Context: an optimization exercise on an open-source flow, tuned for small area, a short achievable clock period and few clock cycles. The choices shown serve that exercise and are no tape-out recipe. Where RTL was checked, it was by simulation tests only, not by an equivalence proof against the original.

==> 09-08 <==
// circle_boundary_link_fraction_unit
module circle_boundary_link_fraction_unit #(
	parameter int FRAC_BITS = cblf_pkg::FRAC_BITS_DEF
) (
	input  logic                           clk,
	input  logic                           arst_n,
	input  logic                           cfg_valid,
	output logic                           cfg_ready,
	input  logic [1:0]                     cfg_index,
	input  logic [11:0]                    cfg_data,
	input  logic                           in_valid,
	output logic                           in_ready,
	input  logic signed [cblf_pkg::CW-1:0] point_x,
	input  logic signed [cblf_pkg::CW-1:0] point_y,
	output logic                           out_valid,
	input  logic                           out_ready,
	output logic [cblf_pkg::DW-1:0]        link_dir,
	output logic [cblf_pkg::DW-1:0]        back_dir,
	output logic [cblf_pkg::OW-1:0]        fluid_x,
	output logic [cblf_pkg::OW-1:0]        fluid_y,
	output logic [cblf_pkg::OW-1:0]        solid_x,
	output logic [cblf_pkg::OW-1:0]        solid_y,
	output logic [cblf_pkg::OW-1:0]        far_x,
	output logic [cblf_pkg::OW-1:0]        far_y,
	output logic [cblf_pkg::FW-1:0]        wall_fraction,
	output logic                           last
);
clock: 22.0 ns
lec_check: 0
abc_area: 1
cap_margin: 20
core_margin: 2
core_utilization: 35
place_density: 0.6
slew_margin: 20
run.sh (not shown) runs the stock make flow with config.mk's settings and CLKGATE_MAP_FILE= SYNTH_SCRIPT=/design/flow/synth_recipe.tcl, a recipe that flattens the netlist after the stock synthesis.
==> inputs of 07-19, as changes to 09-08 <==
--- a/flow/design.v
+++ b/flow/design.v
@@ -7,44 +7,77 @@
 	localparam int DW  = 4;
 	localparam int NNB = 8;
 endpackage
 `timescale 1ns / 1ps
 module cblf_link_gen #(
-	parameter int CAP        = 3,   
-	parameter bit COMB_READY = 1    
+	parameter int CAP   = 4,   
+	parameter bit INREG = 1    
 ) (
 	input  logic               clk,
 	input  logic               arst_n,
 	input  logic               in_valid,
 	output logic               in_ready,
 	input  logic               intake_open,
 	input  logic signed [11:0] point_x,
 	input  logic signed [11:0] point_y,
 	input  logic [21:0]        r2,         
-	input  logic               stall,
-	input  logic               out_ready,
+	input  logic               stall,      
 	output logic               busy,
 	output logic               lk_valid,
 	output logic [2:0]         lk_k,
 	output logic               lk_last,
 	output logic signed [11:0] lk_x,
 	output logic signed [11:0] lk_y,
 	output logic [12:0]        lk_c
 );
+	logic               ev_v;        
+	logic signed [11:0] ev_x, ev_y;
+	logic               slot_ok;     
+	logic [CAP-1:0]     qv;
+	logic [7:0]         rest;
+	logic               pop, push;
+	logic [7:0]         mask_in;
+	assign pop     = qv[0] && !stall && (rest == '0);
+	assign slot_ok = !qv[CAP-1] || pop;
+	if (INREG) begin : g_in
+		logic               ir_v;
+		logic signed [11:0] ir_x, ir_y;
+		assign in_ready = intake_open && (!ir_v || slot_ok);
+		always_ff @(posedge clk or negedge arst_n) begin
+			if (!arst_n) ir_v <= 1'b0;
+			else if (in_valid && in_ready) ir_v <= 1'b1;
+			else if (slot_ok || mask_in == '0) ir_v <= 1'b0;
+		end
+		always_ff @(posedge clk) begin
+			if (in_valid && in_ready) begin
+				ir_x <= point_x;
+				ir_y <= point_y;
+			end
+		end
+		assign ev_v = ir_v;
+		assign ev_x = ir_x;
+		assign ev_y = ir_y;
+		assign busy = ir_v || qv[0];
+	end else begin : g_in
+		assign in_ready = intake_open && slot_ok;
+		assign ev_v = in_valid && in_ready;
+		assign ev_x = point_x;
+		assign ev_y = point_y;
+		assign busy = qv[0];
+	end
 	logic [10:0]        x1, y1;
 	logic               sx, sy;
 	logic [24:0]        rx [11];
 	logic [24:0]        ry [11];
 	logic signed [24:0] c_full;
 	logic               c_ok;
 	logic signed [13:0] h, hd, hn, hdn;
 	logic signed [13:0] vx, vy, vs, vd;
-	logic [7:0]         mask_in;
-	assign sx = point_x[11];
-	assign sy = point_y[11];
-	assign x1 = point_x[10:0] ^ {11{sx}};
-	assign y1 = point_y[10:0] ^ {11{sy}};
+	assign sx = ev_x[11];
+	assign sy = ev_y[11];
+	assign x1 = ev_x[10:0] ^ {11{sx}};
+	assign y1 = ev_y[10:0] ^ {11{sy}};
 	always_comb begin
 		for (int i = 0; i < 11; i++) begin
 			rx[i] = '0;
 			ry[i] = '0;
 			rx[i][2*i] = x1[i];
@@ -56,17 +89,17 @@
 		end
 	end
 	assign c_full = rx[0] + rx[1] + rx[2] + rx[3] + rx[4] + rx[5] + rx[6] + rx[7] + rx[8] + rx[9] + rx[10]
 		+ ry[0] + ry[1] + ry[2] + ry[3] + ry[4] + ry[5] + ry[6] + ry[7] + ry[8] + ry[9] + ry[10]
 		+ (sx ? 25'({x1, 1'b1}) : 25'd0) + (sy ? 25'({y1, 1'b1}) : 25'd0) - 25'(r2);
-	assign c_ok   = (c_full[24:13] == '0);
-	assign h   = $signed({2'b0, c_full[12:1]});
-	assign hd  = $signed({1'b0, c_full[12:0]} + 14'd1) >>> 1;
-	assign hn  = ~h;
-	assign hdn = ~hd;
-	assign vx = 14'(point_x);
-	assign vy = 14'(point_y);
+	assign c_ok = (c_full[24:13] == '0);
+	assign h    = $signed({2'b0, c_full[12:1]});
+	assign hd   = $signed({1'b0, c_full[12:0]} + 14'd1) >>> 1;
+	assign hn   = ~h;
+	assign hdn  = ~hd;
+	assign vx = 14'(ev_x);
+	assign vy = 14'(ev_y);
 	assign vs = vx + vy;
 	assign vd = vx - vy;
 	always_comb begin
 		mask_in[0] = vy > h;
 		mask_in[1] = vy <= hn;
@@ -76,34 +109,25 @@
 		mask_in[5] = vx <= hn;
 		mask_in[6] = vd <= hdn;
 		mask_in[7] = vs <= hdn;
 		if (!c_ok) mask_in = '0;
 	end
-	logic [CAP-1:0]     qv;
 	logic signed [11:0] qx [CAP];
 	logic signed [11:0] qy [CAP];
 	logic [12:0]        qc [CAP];
 	logic [7:0]         qm [CAP];
-	logic [2:0] pick;
-	logic [7:0] rest;
-	logic       emit, pop, push;
+	logic [2:0]         pick;
+	logic               emit;
 	always_comb begin
 		pick = 3'd0;
 		for (int k = 7; k >= 0; k--) begin
 			if (qm[0][k]) pick = 3'(k);
 		end
 	end
 	assign rest = qm[0] & (qm[0] - 8'd1);
 	assign emit = qv[0] && !stall;
-	assign pop  = emit && (rest == '0);
-	if (COMB_READY) begin : g_rdy
-		assign in_ready = intake_open && (!qv[CAP-1] || (qv[0] && rest == '0 && (out_ready || !stall)));
-	end else begin : g_rdy
-		assign in_ready = intake_open && !qv[CAP-1];
-	end
-	assign push = in_valid && in_ready && (mask_in != '0);
-	assign busy = qv[0];
+	assign push = ev_v && slot_ok && (mask_in != '0);
 	assign lk_valid = qv[0];
 	assign lk_k     = pick;
 	assign lk_last  = (rest == '0);
 	assign lk_x     = qx[0];
 	assign lk_y     = qy[0];
@@ -113,20 +137,24 @@
 		if (i + 1 < CAP) begin : g_n
 			assign nxt_v = qv[i+1];
 		end else begin : g_n
 			assign nxt_v = 1'b0;
 		end
-		assign here = pop ? (qv[i] && !nxt_v) : (!qv[i] && (i == 0 || qv[i-1]));
+		if (i == 0) begin : g_h
+			assign here = pop ? !nxt_v : !qv[0];
+		end else begin : g_h
+			assign here = pop ? (qv[i] && !nxt_v) : (!qv[i] && qv[i-1]);
+		end
 		always_ff @(posedge clk or negedge arst_n) begin
 			if (!arst_n) qv[i] <= 1'b0;
 			else if (pop) qv[i] <= nxt_v || (push && here);
 			else if (push && here) qv[i] <= 1'b1;
 		end
 		always_ff @(posedge clk) begin
 			if (push && here) begin
-				qx[i] <= point_x;
-				qy[i] <= point_y;
+				qx[i] <= ev_x;
+				qy[i] <= ev_y;
 				qc[i] <= c_full[12:0];
 				qm[i] <= mask_in;
 			end else if (pop) begin
 				if (i + 1 < CAP) begin
 					qx[i] <= qx[(i+1)%CAP];
@@ -164,11 +192,11 @@
 	assign sig_o = 32'(take ? diff[28-J:0] : s4[28-J:0]);
 	assign w_o   = {w_i[14:0], take};
 endmodule
 `timescale 1ns / 1ps
 module cblf_frac #(
-	parameter logic [15:0] SPLIT = 16'b0000_1000_0100_0000,   
+	parameter logic [15:0] SPLIT = 16'b1001_0010_0100_1000,   
 	parameter bit          SPLIT_SETUP = 0                      
 ) (
 	input  logic               clk,
 	input  logic               arst_n,
 	input  logic               lk_valid,
@@ -177,11 +205,11 @@
 	input  logic signed [11:0] lk_x,
 	input  logic signed [11:0] lk_y,
 	input  logic [12:0]        lk_c,
 	input  logic [11:0]        ox,
 	input  logic [11:0]        oy,
-	output logic               stall,
+	output logic               stall,      
 	output logic               busy,
 	output logic               out_valid,
 	input  logic               out_ready,
 	output logic [3:0]         link_dir,
 	output logic [3:0]         back_dir,
@@ -296,61 +324,86 @@
 			assign yy[j] = yy[j+1];
 			assign vbusy[j] = vbusy[j+1];
 		end
 	end
 	assign busy = vbusy[0];
-	logic        ov_q;
-	logic [2:0]  k_q;
-	logic [13:0] fx_q, fy_q;
-	logic [16:0] wf_q;
-	logic        last_q;
-	assign stall = ov_q && !out_ready;
+	logic        ov_a, ov_b;
+	logic [2:0]  k_a, k_b, k_n;
+	logic [13:0] fx_a, fy_a, fx_b, fy_b, fx_n, fy_n;
+	logic [16:0] wf_a, wf_b, wf_n;
+	logic        last_a, last_b;
+	logic        push, take, load_a, load_b;
+	assign stall = ov_b;
+	assign push  = v[0] && !ov_b;
+	assign take  = ov_a && out_ready;
+	assign load_a = ov_b ? take : (!ov_a || take);
+	assign load_b = !ov_b && ov_a && !take;
+	assign k_n  = kk[0];
+	assign fx_n = 14'($signed(xx[0])) + 14'(ox);
+	assign fy_n = 14'($signed(yy[0])) + 14'(oy);
+	assign wf_n = fl[0] ? 17'h10000 : a2[0] ? {1'b0, wh[0], w[0][15:1]} : {1'b0, w[0]};
 	always_ff @(posedge clk or negedge arst_n) begin
-		if (!arst_n) ov_q <= 1'b0;
-		else if (!stall) ov_q <= v[0];
+		if (!arst_n) begin
+			ov_a <= 1'b0;
+			ov_b <= 1'b0;
+		end else begin
+			if (load_a) ov_a <= ov_b || push;
+			if (ov_b) begin
+				if (take) ov_b <= 1'b0;
+			end else if (load_b) begin
+				ov_b <= push;
+			end
+		end
 	end
 	always_ff @(posedge clk) begin
-		if (!stall) begin
-			k_q    <= kk[0];
-			fx_q   <= 14'($signed(xx[0])) + 14'(ox);
-			fy_q   <= 14'($signed(yy[0])) + 14'(oy);
-			wf_q   <= fl[0] ? 17'h10000 : a2[0] ? {1'b0, wh[0], w[0][15:1]} : {1'b0, w[0]};
-			last_q <= ls[0];
+		if (load_a) begin
+			k_a    <= ov_b ? k_b : k_n;
+			fx_a   <= ov_b ? fx_b : fx_n;
+			fy_a   <= ov_b ? fy_b : fy_n;
+			wf_a   <= ov_b ? wf_b : wf_n;
+			last_a <= ov_b ? last_b : ls[0];
+		end
+		if (load_b) begin
+			k_b    <= k_n;
+			fx_b   <= fx_n;
+			fy_b   <= fy_n;
+			wf_b   <= wf_n;
+			last_b <= ls[0];
 		end
 	end
 	logic signed [1:0] di_o, dj_o;
 	always_comb begin
-		case (k_q)
+		case (k_a)
 			3'd0, 3'd1: di_o = 2'sd0;
 			3'd2, 3'd3, 3'd4: di_o = -2'sd1;
 			default: di_o = 2'sd1;
 		endcase
-		case (k_q)
+		case (k_a)
 			3'd0, 3'd3, 3'd6: dj_o = -2'sd1;
 			3'd2, 3'd5: dj_o = 2'sd0;
 			default: dj_o = 2'sd1;
 		endcase
-		case (k_q)
+		case (k_a)
 			3'd0: begin link_dir = 4'd4; back_dir = 4'd2; end
 			3'd1: begin link_dir = 4'd2; back_dir = 4'd4; end
 			3'd2: begin link_dir = 4'd3; back_dir = 4'd1; end
 			3'd3: begin link_dir = 4'd7; back_dir = 4'd5; end
 			3'd4: begin link_dir = 4'd6; back_dir = 4'd8; end
 			3'd5: begin link_dir = 4'd1; back_dir = 4'd3; end
 			3'd6: begin link_dir = 4'd8; back_dir = 4'd6; end
 			default: begin link_dir = 4'd5; back_dir = 4'd7; end
 		endcase
 	end
-	assign out_valid     = ov_q;
-	assign fluid_x       = fx_q;
-	assign fluid_y       = fy_q;
-	assign solid_x       = fx_q + 14'(di_o);
-	assign solid_y       = fy_q + 14'(dj_o);
-	assign far_x         = fx_q - 14'(di_o);
-	assign far_y         = fy_q - 14'(dj_o);
-	assign wall_fraction = wf_q;
-	assign last          = last_q;
+	assign out_valid     = ov_a;
+	assign fluid_x       = fx_a;
+	assign fluid_y       = fy_a;
+	assign solid_x       = fx_a + 14'(di_o);
+	assign solid_y       = fy_a + 14'(dj_o);
+	assign far_x         = fx_a - 14'(di_o);
+	assign far_y         = fy_a - 14'(dj_o);
+	assign wall_fraction = wf_a;
+	assign last          = last_a;
 endmodule
 `timescale 1ns / 1ps
 module circle_boundary_link_fraction_unit #(
 	parameter int FRAC_BITS = cblf_pkg::FRAC_BITS_DEF
 ) (
@@ -376,39 +429,49 @@
 	output logic [cblf_pkg::OW-1:0]        far_y,
 	output logic [cblf_pkg::FW-1:0]        wall_fraction,
 	output logic                           last
 );
 	logic [21:0] r2_q;         
-	logic [10:0] r_u;
-	logic [21:0] r2_n;
-	logic [21:0] rr [11];
 	logic [11:0] cx_q, cy_q;
 	logic        addc_q;
 	logic        pend_v;
 	logic [1:0]  pend_idx;
 	logic [11:0] pend_data;
 	logic        busy_gen, busy_frac, idle, stall;
+	logic [10:0] r_u;
+	logic [21:0] r2_n;
+	logic [21:0] rr [11];
 	logic        lk_valid;
 	logic [2:0]  lk_k;
 	logic        lk_last;
 	logic signed [11:0] lk_x, lk_y;
 	logic [12:0] lk_c;
 	assign idle      = !busy_gen && !busy_frac;
 	assign cfg_ready = !pend_v || idle;
+	assign r_u = pend_data[10:0] - 11'd1;
+	always_comb begin
+		for (int i = 0; i < 11; i++) begin
+			rr[i] = '0;
+			rr[i][2*i] = r_u[i];
+			for (int j = i + 1; j < 11; j++) rr[i][i+j+1] = r_u[i] & r_u[j];
+		end
+	end
+	assign r2_n = (pend_data[10:0] == '0) ? 22'd1 :
+		rr[0] + rr[1] + rr[2] + rr[3] + rr[4] + rr[5] + rr[6] + rr[7] + rr[8] + rr[9] + rr[10];
 	always_ff @(posedge clk or negedge arst_n) begin
 		if (!arst_n) begin
-			r2_q     <= '0;
-			cx_q     <= '0;
-			cy_q     <= '0;
-			addc_q   <= 1'b1;
-			pend_v   <= 1'b0;
+			r2_q   <= '0;
+			cx_q   <= '0;
+			cy_q   <= '0;
+			addc_q <= 1'b1;
+			pend_v <= 1'b0;
 		end else begin
 			if (pend_v && idle) begin
 				case (pend_idx)
-					2'd0: r2_q     <= r2_n;
-					2'd1: cx_q     <= pend_data;
-					2'd2: cy_q     <= pend_data;
+					2'd0: r2_q <= r2_n;
+					2'd1: cx_q <= pend_data;
+					2'd2: cy_q <= pend_data;
 					default: addc_q <= pend_data[0];
 				endcase
 			end
 			if (cfg_valid && cfg_ready) pend_v <= 1'b1;
 			else if (idle) pend_v <= 1'b0;
@@ -418,26 +481,16 @@
 		if (cfg_valid && cfg_ready) begin
 			pend_idx  <= cfg_index;
 			pend_data <= cfg_data;
 		end
 	end
-	assign r_u = pend_data[10:0] - 11'd1;
-	always_comb begin
-		for (int i = 0; i < 11; i++) begin
-			rr[i] = '0;
-			rr[i][2*i] = r_u[i];
-			for (int j = i + 1; j < 11; j++) rr[i][i+j+1] = r_u[i] & r_u[j];
-		end
-	end
-	assign r2_n = (pend_data[10:0] == '0) ? 22'd1 :
-		rr[0] + rr[1] + rr[2] + rr[3] + rr[4] + rr[5] + rr[6] + rr[7] + rr[8] + rr[9] + rr[10];
 	cblf_link_gen u_gen (
 		.clk(clk), .arst_n(arst_n),
 		.in_valid(in_valid), .in_ready(in_ready), .intake_open(!pend_v),
 		.point_x(point_x), .point_y(point_y),
 		.r2(r2_q),
-		.stall(stall), .out_ready(out_ready), .busy(busy_gen),
+		.stall(stall), .busy(busy_gen),
 		.lk_valid(lk_valid), .lk_k(lk_k), .lk_last(lk_last),
 		.lk_x(lk_x), .lk_y(lk_y), .lk_c(lk_c)
 	);
 	cblf_frac u_frac (
 		.clk(clk), .arst_n(arst_n),
==> summary of the runs <==
In 07-19 the wire length is higher than in 09-08, by about 30%.
Against 07-19, the hold slack of 09-08 is higher by 0.0088 ns.
Against 07-19, the synthesized cell count of 09-08 is smaller by 15%.
Of 07-19 and 09-08, 07-19 has the higher synthesized area (gap 28%, measured against 09-08).
09-08 completed with no timing, DRC or antenna violations. 07-19 completed with no timing, DRC or antenna violations.
Against 07-19, the critical path depth of 09-08 is higher by 69.
Between 07-19 and 09-08, the lower first-iteration DRC count is in 09-08 (gap 18%, measured against 09-08).
Of 07-19 and 09-08, 07-19 has the higher sequential share of layout area (gap 10 points).
Against 07-19, the non-clock buffer count of 09-08 is higher by 3.
Testbench counts of 09-08, summed over its fixed seeds: cycles 8,839.
Function not checked in 07-19: the RTL went through the layout flow alone.

## re-timing with driven ports
Ports are ideal in the flow. The routed layouts listed here were re-timed in OpenROAD. Step 1, drivers: a clkbuf_16 drives clk and a buf_2 each remaining input, both assumed. Step 2 also shifts input and output timing later by t, the mid clock arrival at the registers, as if the neighbouring blocks saw the same clock. Three values: no drivers, after step 1, after step 2; two values: the first two.
run	t, ns	slack for setup (ns)	clock arrival spread, ns	worst register clock-pin slew, ns	worst slew at a driven data input, ns
09-08	0.662	3.292 / 3.292 / 3.292	0.064 / 0.063	0.07 / 0.07	0.10
07-19	0.766	9.222 / 9.222 / 9.222	0.077 / 0.077	0.07 / 0.07	0.04
After both steps every run listed still meets setup and hold.
